Source: an optimization exercise on an open RTL-to-GDS flow (aim: small area, a short achievable clock period and few clock cycles per item). Production flows keep margins and buffers that such runs may drop. In this exercise RTL edits were held to simulation tests only and were not proved equivalent to the original.

`flow/config.mk`:
```
export PLATFORM = sky130hd
export DESIGN_NAME = bfu_dif_pipe
export DESIGN_NICKNAME = bfu_dif_pipe
export VERILOG_FILES = /design/flow/design.v
export SDC_FILE = /design/flow/constraint.sdc
export NUM_CORES = 4
export LEC_CHECK = 0
export CAP_MARGIN = 20
export CORE_MARGIN = 2
export CORE_UTILIZATION = 40
export SLEW_MARGIN = 20
```
`flow/constraint.sdc`:
```
create_clock -name core_clock -period 8.0 [get_ports {clk}]
set_input_delay 1.6000 -clock core_clock [delete_from_list [all_inputs] [get_ports {clk}]]
set_output_delay 1.6000 -clock core_clock [all_outputs]
set_load 0.01 [all_outputs]
```
`flow/design.v`:
```
module bfu_dif_pipe #(
  parameter int DW      = 16,
  parameter int TW_FRAC = 14
) (
  input  logic                 clk,
  input  logic                 rst,
  input  logic                 in_valid,
  output logic                 in_ready,
  input  logic                 scale,
  input  logic signed [DW-1:0] a_re,
  input  logic signed [DW-1:0] a_im,
  input  logic signed [DW-1:0] b_re,
  input  logic signed [DW-1:0] b_im,
  input  logic signed [15:0]   tw_re,
  input  logic signed [15:0]   tw_im,
  output logic                 out_valid,
  input  logic                 out_ready,
  output logic signed [DW-1:0] x_re,
  output logic signed [DW-1:0] x_im,
  output logic signed [DW-1:0] y_re,
  output logic signed [DW-1:0] y_im
);
  localparam int SW = DW + 1;
  localparam int PW = SW + 16;
  localparam int YW = PW + 1;
  localparam logic signed [YW-1:0] X_ONE  = {{(YW-1){1'b0}}, 1'b1};
  localparam logic signed [YW-1:0] RND_Y0 = X_ONE << (TW_FRAC - 1);
  localparam logic signed [YW-1:0] RND_Y1 = X_ONE << TW_FRAC;
  function automatic logic signed [DW-1:0] sat(input logic signed [YW-1:0] v);
    logic [YW-DW:0] top;
    top = v[YW-1:DW-1];
    if ((&top) || !(|top)) begin
      sat = v[DW-1:0];
    end else if (v[YW-1]) begin
      sat = {1'b1, {(DW-1){1'b0}}};
    end else begin
      sat = {1'b0, {(DW-1){1'b1}}};
    end
  endfunction
  logic en_s;
  logic                 v1_r, sc1_r;
  logic signed [SW-1:0] xs_re_r, xs_im_r, d_re_r, d_im_r;
  logic signed [15:0]   tw_re_r, tw_im_r;
  logic                 v2_r, sc2_r;
  logic signed [SW-1:0] xs2_re_r, xs2_im_r;
  logic signed [PW-1:0] pr_r, pi_r, qr_r, qi_r;
  logic signed [YW-1:0] yr_s, yi_s, xr_ext_s, xi_ext_s;
  logic signed [YW-1:0] yr_rnd_s, yi_rnd_s, xr_rnd_s, xi_rnd_s;
  assign en_s     = ~out_valid | out_ready;
  assign in_ready = en_s;
  always_comb begin
    yr_s     = YW'(pr_r) - YW'(pi_r);
    yi_s     = YW'(qr_r) + YW'(qi_r);
    xr_ext_s = YW'(xs2_re_r);
    xi_ext_s = YW'(xs2_im_r);
    if (sc2_r) begin
      yr_rnd_s = (yr_s + RND_Y1) >>> (TW_FRAC + 1);
      yi_rnd_s = (yi_s + RND_Y1) >>> (TW_FRAC + 1);
      xr_rnd_s = (xr_ext_s + X_ONE) >>> 1;
      xi_rnd_s = (xi_ext_s + X_ONE) >>> 1;
    end else begin
      yr_rnd_s = (yr_s + RND_Y0) >>> TW_FRAC;
      yi_rnd_s = (yi_s + RND_Y0) >>> TW_FRAC;
      xr_rnd_s = xr_ext_s;
      xi_rnd_s = xi_ext_s;
    end
  end
  always_ff @(posedge clk or posedge rst) begin
    if (rst) begin
      v1_r      <= 1'b0;
      sc1_r     <= 1'b0;
      xs_re_r   <= '0;
      xs_im_r   <= '0;
      d_re_r    <= '0;
      d_im_r    <= '0;
      tw_re_r   <= '0;
      tw_im_r   <= '0;
      v2_r      <= 1'b0;
      sc2_r     <= 1'b0;
      xs2_re_r  <= '0;
      xs2_im_r  <= '0;
      pr_r      <= '0;
      pi_r      <= '0;
      qr_r      <= '0;
      qi_r      <= '0;
      out_valid <= 1'b0;
      x_re      <= '0;
      x_im      <= '0;
      y_re      <= '0;
      y_im      <= '0;
    end else if (en_s) begin
      v1_r      <= in_valid;
      sc1_r     <= scale;
      xs_re_r   <= SW'(a_re) + SW'(b_re);
      xs_im_r   <= SW'(a_im) + SW'(b_im);
      d_re_r    <= SW'(a_re) - SW'(b_re);
      d_im_r    <= SW'(a_im) - SW'(b_im);
      tw_re_r   <= tw_re;
      tw_im_r   <= tw_im;
      v2_r      <= v1_r;
      sc2_r     <= sc1_r;
      xs2_re_r  <= xs_re_r;
      xs2_im_r  <= xs_im_r;
      pr_r      <= PW'(d_re_r) * PW'(tw_re_r);
      pi_r      <= PW'(d_im_r) * PW'(tw_im_r);
      qr_r      <= PW'(d_re_r) * PW'(tw_im_r);
      qi_r      <= PW'(d_im_r) * PW'(tw_re_r);
      out_valid <= v2_r;
      x_re      <= sat(xr_rnd_s);
      x_im      <= sat(xi_rnd_s);
      y_re      <= sat(yr_rnd_s);
      y_im      <= sat(yi_rnd_s);
    end
  end
endmodule
```
`flow/run.sh`:
```
#!/bin/bash
# synth_recipe.tcl (not shown) runs the flow's synth.tcl, then flattens the netlist and writes it again
# the make line also repeats each setting of config.mk as NAME=value (left out here)
make -C /OpenROAD-flow-scripts/flow DESIGN_CONFIG=/design/flow/config.mk WORK_HOME=/design/flow/orfs CLKGATE_MAP_FILE= SYNTH_SCRIPT=/design/flow/synth_recipe.tcl finish
```
==> notes.md <==
* Outcome: timing/DRC/antenna clean
* Register bit total from synthesis at 333
* Required time worst endpoint at 8.51 ns
* Die Area at 0.157 sq mm
* Count of distinct cell types in the synthesized netlist at 96
* Syn Inst Count at 7006
* Cell type contributing the most total cell area after synthesis: sky130_fd_sc_hd__fa_1
* Clock-pin slew of the registers on the worst-case setup and hold paths at 0.08 ns
* Number of buffers inserted during clock tree synthesis at 44
* Setup repair after global routing missed its margin: false
* Pre-Repair DR Iteration Count at 5
* Number of cell rows at 144
* Fin area at 0.0672 sq mm
* Proportion of netlist area held by the largest area contributor at 36.0%
* Relative max-transition margin at 16.0%
* Overall via count from detail_route at 46800
* Y dimension of the die at 397 um
* Delay of the slowest cell on the worst path at 0.53 ns
* Top fanout value on the critical path at 19
* Avg Cell Area, Syn at 8.80 sq um
* Maximum level of the CTS H-tree at 2
* Clock tree from TritonCTS: built
* Congestion Overflow GR at 0
* Starting DRT DRC Count at 2895
* Element type at the critical path end: register
* Average wire per standard cell at 19.7 um
* Buffer levels on the longest clock path at 3
* Total area of multi-input combinational cells at 0.0470 sq mm
* DRC violation count after routing at 0
* Post-synthesis async set-or-reset flop share at 100%
* Arrival time reported for the critical path endpoint at 8.03 ns
* Buffers plus inverters on the worst setup path at 4
* Peak clock frequency supported by timing at 133 MHz
* Cell type with the highest occurrence count on the critical path: sky130_fd_sc_hd__fa_1
* Placer's final routability congestion estimate at 0.924
* Initial antenna violation count at 3
* All-Layer GR Usage at 23.3%
* Top FF cell, synth: sky130_fd_sc_hd__dfrtp_1
* Synthesis warning total at 1
* Time the worst path needs with I/O delays and setup at 7.53 ns
* Layout Utilization at 43.8%
* Synth area leaders: sky130_fd_sc_hd__fa_1 (36%), sky130_fd_sc_hd__dfrtp_1 (14%), sky130_fd_sc_hd__ha_1 (9.5%), sky130_fd_sc_hd__inv_1 (8.2%), sky130_fd_sc_hd__nand2_1 (6.3%)
* Setup skew after layout at 0.0446 ns
* Instance area after placement at 0.0656 sq mm
* Port bufs at 166
* Number of max-slew violations in the final report at 0
* Final number of hold-violating endpoints at 0
* Setup TNS at 0 ns
* Total detailed-routing wirelength at 179000 um
* Final Net Count at 8682
* Ranking of synthesized cells by instance count: sky130_fd_sc_hd__inv_1 (1345), sky130_fd_sc_hd__fa_1 (1108), sky130_fd_sc_hd__nand2_1 (1028)
* Minimum setup slack after placement at 0.254 ns
* Count of fill cells added during filler insertion at 15100
* CP Launch Type: register
* Area growth from synthesis to layout at 9.01%
* Number of gates resized after cts at 0
* Total setup violations reported at the end of the flow at 0
* Cell area after technology mapping at 0.0616 sq mm
* X dimension of the die at 397 um
* Worst-skew pair later-pin latency at 0.65 ns
* Count of flip-flops with a built-in enable after synthesis at 0
* Sequential element share of the synthesized area at 13.5%
* Hpwl dp at 146000 um
* Clock root cell: sky130_fd_sc_hd__clkbuf_16
* Initial core utilization at 40.1%
* Share of final-layout standard cells stronger than drive strength 1 at 3.74%
* Number of nets produced by synthesis at 8685
* Crit share post-route at 94.1%
* Number of buffers inserted by hold repair at cts at 0
* Clock sinks at 333
* Max_cap viols at 0
* Area used by sequential logic in the layout at 0.00835 sq mm
* Library cell with the highest instance count after synthesis: sky130_fd_sc_hd__inv_1
* Classification of the worst setup path: register to register
* Worst min path class: register to register
* Worst Max-Slew Pin Slew at 1.25 ns
* Vias in the first global route at 48400
* Boundary Pins at 167
* Maximum number of pins on one net before global-route repair at 172
* Global-route wire length before repair at 283000 um
* Count of antenna-violating nets left after detailed routing at 0
* Area of the core at 0.154 sq mm
* Cell with the largest stage delay on the worst path: sky130_fd_sc_hd__fa_1
* Post-CTS repair timing setup buffer count at 0
* Least setup slack across all paths after layout at 0.473 ns
* Detailed-route vias per instance at 5.15
* Cell family with the largest share of critical-path delay: adder cells
[through the flow]
stage | std cells | hold slack, ns
finish | 9083 | 0.459
global route | 9083 | 0.493
CTS | 9081 | 0.461
detailed placement | 9001 | 0.448
global placement | 9001 | 0.449
floorplan | 7006 | 0.430
[state kept, by name, summed over array words and instances, names as in the netlist, 17 cells and up]
signal / count
xs2_im_r: 17
xs2_re_r: 17
qi_r: 33
d_re_r: 17
qr_r: 33
xs_im_r: 17
pi_r: 33
pr_r: 33
[layer usage]
metal | vias up | part of all wire, % | global-route usage, %
met5 | - | 0.0073 | 0
met4 | 2 | 5.1 | 10.2
met3 | 238 | 4.7 | 2.65
met2 | 1151 | 47 | 38.1
met1 | 23800 | 43 | 31.3
li1 | 21600 | - | -
[kinds of logic after synthesis]
logic type | share of synthesized area, %
muxes | 0.252
AOI/OAI and AO/OA | 9.67
adders and majority gates | 46.0
buffers and inverters | 10.3
xor gates and xnor gates | 3.46
DFF | 13.5
and+or+nand+nor | 16.8
[worst register-to-register path, cell delays in order, from the launching register on]
cell and delay (ns):
sky130_fd_sc_hd__dfrtp_1 0.51, sky130_fd_sc_hd__buf_4 0.35, sky130_fd_sc_hd__nand2_1 0.12, sky130_fd_sc_hd__fa_1 0.51, sky130_fd_sc_hd__fa_1 0.53, sky130_fd_sc_hd__fa_1 0.53
sky130_fd_sc_hd__inv_1 0.06, sky130_fd_sc_hd__fa_1 0.49, sky130_fd_sc_hd__fa_1 0.50, sky130_fd_sc_hd__inv_1 0.05, sky130_fd_sc_hd__fa_1 0.47, sky130_fd_sc_hd__inv_1 0.04
sky130_fd_sc_hd__ha_1 0.35, sky130_fd_sc_hd__a21o_1 0.21, sky130_fd_sc_hd__a21o_1 0.18, sky130_fd_sc_hd__a21oi_1 0.34, sky130_fd_sc_hd__nand2_1 0.13, sky130_fd_sc_hd__a311oi_2 0.33
sky130_fd_sc_hd__o31ai_1 0.19, sky130_fd_sc_hd__nand2_1 0.16, sky130_fd_sc_hd__a21oi_1 0.13, sky130_fd_sc_hd__o41ai_1 0.43, sky130_fd_sc_hd__o21ai_0 0.25, sky130_fd_sc_hd__nor2_1 0.17
sky130_fd_sc_hd__xor2_1 0.27, sky130_fd_sc_hd__o21ai_0 0.11
[cell type report]
class,instances,area share (%)
Clock buffer,57,1.82
Multi-Input combinational cell,4993,70.0
Clock inverter,23,0.514
Timing Repair Buffer,285,3.92
Inverter,1346,7.54
Antenna cell,2,0.00745
Tap cell,2044,3.81
Sequential cell,333,12.4
[placed cells by master (no fill, tap or decap), types with 19 or more instances in the layout]
cell | Yosys | final
sky130_fd_sc_hd__a21o_1 | 76 | 76
sky130_fd_sc_hd__fa_1 | 1108 | 1108
sky130_fd_sc_hd__o21bai_1 | 37 | 37
sky130_fd_sc_hd__xor2_1 | 83 | 82
sky130_fd_sc_hd__nor3_1 | 59 | 58
sky130_fd_sc_hd__maj3_1 | 30 | 30
sky130_fd_sc_hd__nand2_1 | 1028 | 1028
sky130_fd_sc_hd__nand2b_1 | 48 | 48
sky130_fd_sc_hd__a211oi_1 | 24 | 24
sky130_fd_sc_hd__o21a_1 | 34 | 34
sky130_fd_sc_hd__buf_4 | 2 | 112
sky130_fd_sc_hd__inv_1 | 1345 | 1342
sky130_fd_sc_hd__dfrtp_1 | 333 | 320
sky130_fd_sc_hd__a21oi_1 | 290 | 288
sky130_fd_sc_hd__nor2_1 | 283 | 283
sky130_fd_sc_hd__and2_1 | 526 | 526
sky130_fd_sc_hd__and3_1 | 33 | 33
sky130_fd_sc_hd__xnor2_1 | 157 | 155
sky130_fd_sc_hd__ha_1 | 470 | 470
sky130_fd_sc_hd__o31ai_1 | 41 | 41
sky130_fd_sc_hd__or3_1 | 28 | 28
sky130_fd_sc_hd__a221o_1 | 19 | 19
sky130_fd_sc_hd__o21ai_0 | 240 | 240
sky130_fd_sc_hd__clkbuf_16 | 0 | 44
sky130_fd_sc_hd__clkdlybuf4s50_1 | 0 | 166
sky130_fd_sc_hd__a31oi_1 | 27 | 27
sky130_fd_sc_hd__nand3_1 | 64 | 64
sky130_fd_sc_hd__nand4_1 | 22 | 22
[worst paths after layout]
| check | startpoint | endpoint | slack, ns | depth (start not counted) |
|---|---|---|---|---|
| max in group asynchronous | rst | d_im_r[13]$_DFFE_PP0P_ | 5.36 | 3 |
| min reg2reg | v2_r$_DFFE_PP0P_ | v2_r$_DFFE_PP0P_ | 0.46 | 2 |
| min in group asynchronous | rst | y_im[1]$_DFFE_PP0P_ | 1.39 | 2 |
| max reg2reg | d_re_r[14]$_DFFE_PP0P_ | pr_r[29]$_DFFE_PP0P_ | 0.47 | 25 |
| max | d_re_r[14]$_DFFE_PP0P_ | pr_r[29]$_DFFE_PP0P_ | 0.47 | 25 |
| min | v2_r$_DFFE_PP0P_ | v2_r$_DFFE_PP0P_ | 0.46 | 2 |
Testbench counts, summed over its fixed seeds: cycles 12,024, items 12,000.

[re-timing with driven ports]
Ports are ideal in the flow. The routed layout listed here was re-timed in OpenROAD. Step 1 (the two cells are an assumption about what drives the block):
set clk [get_ports {clk}]
set_driving_cell -lib_cell sky130_fd_sc_hd__clkbuf_16 $clk
set_driving_cell -lib_cell sky130_fd_sc_hd__buf_2 [delete_from_list [all_inputs] $clk]
Step 2, shift: input delay + t, output delay - t, t = (earliest + latest rising clock arrival at the registers) / 2. This alone moves slack from input paths to output paths. Slacks: ideal / step 1 / step 2; pairs: ideal / step 1.
t, ns: 0.708
slack for setup (ns): 0.473 / 0.473 / 0.473
slew at the worst register clock pin (ns): 0.08 / 0.08
After both steps setup and hold are still met in this run. For this run, drivers alone change the setup slack by 0.000 ns; drivers and shift together by 0.000 ns.
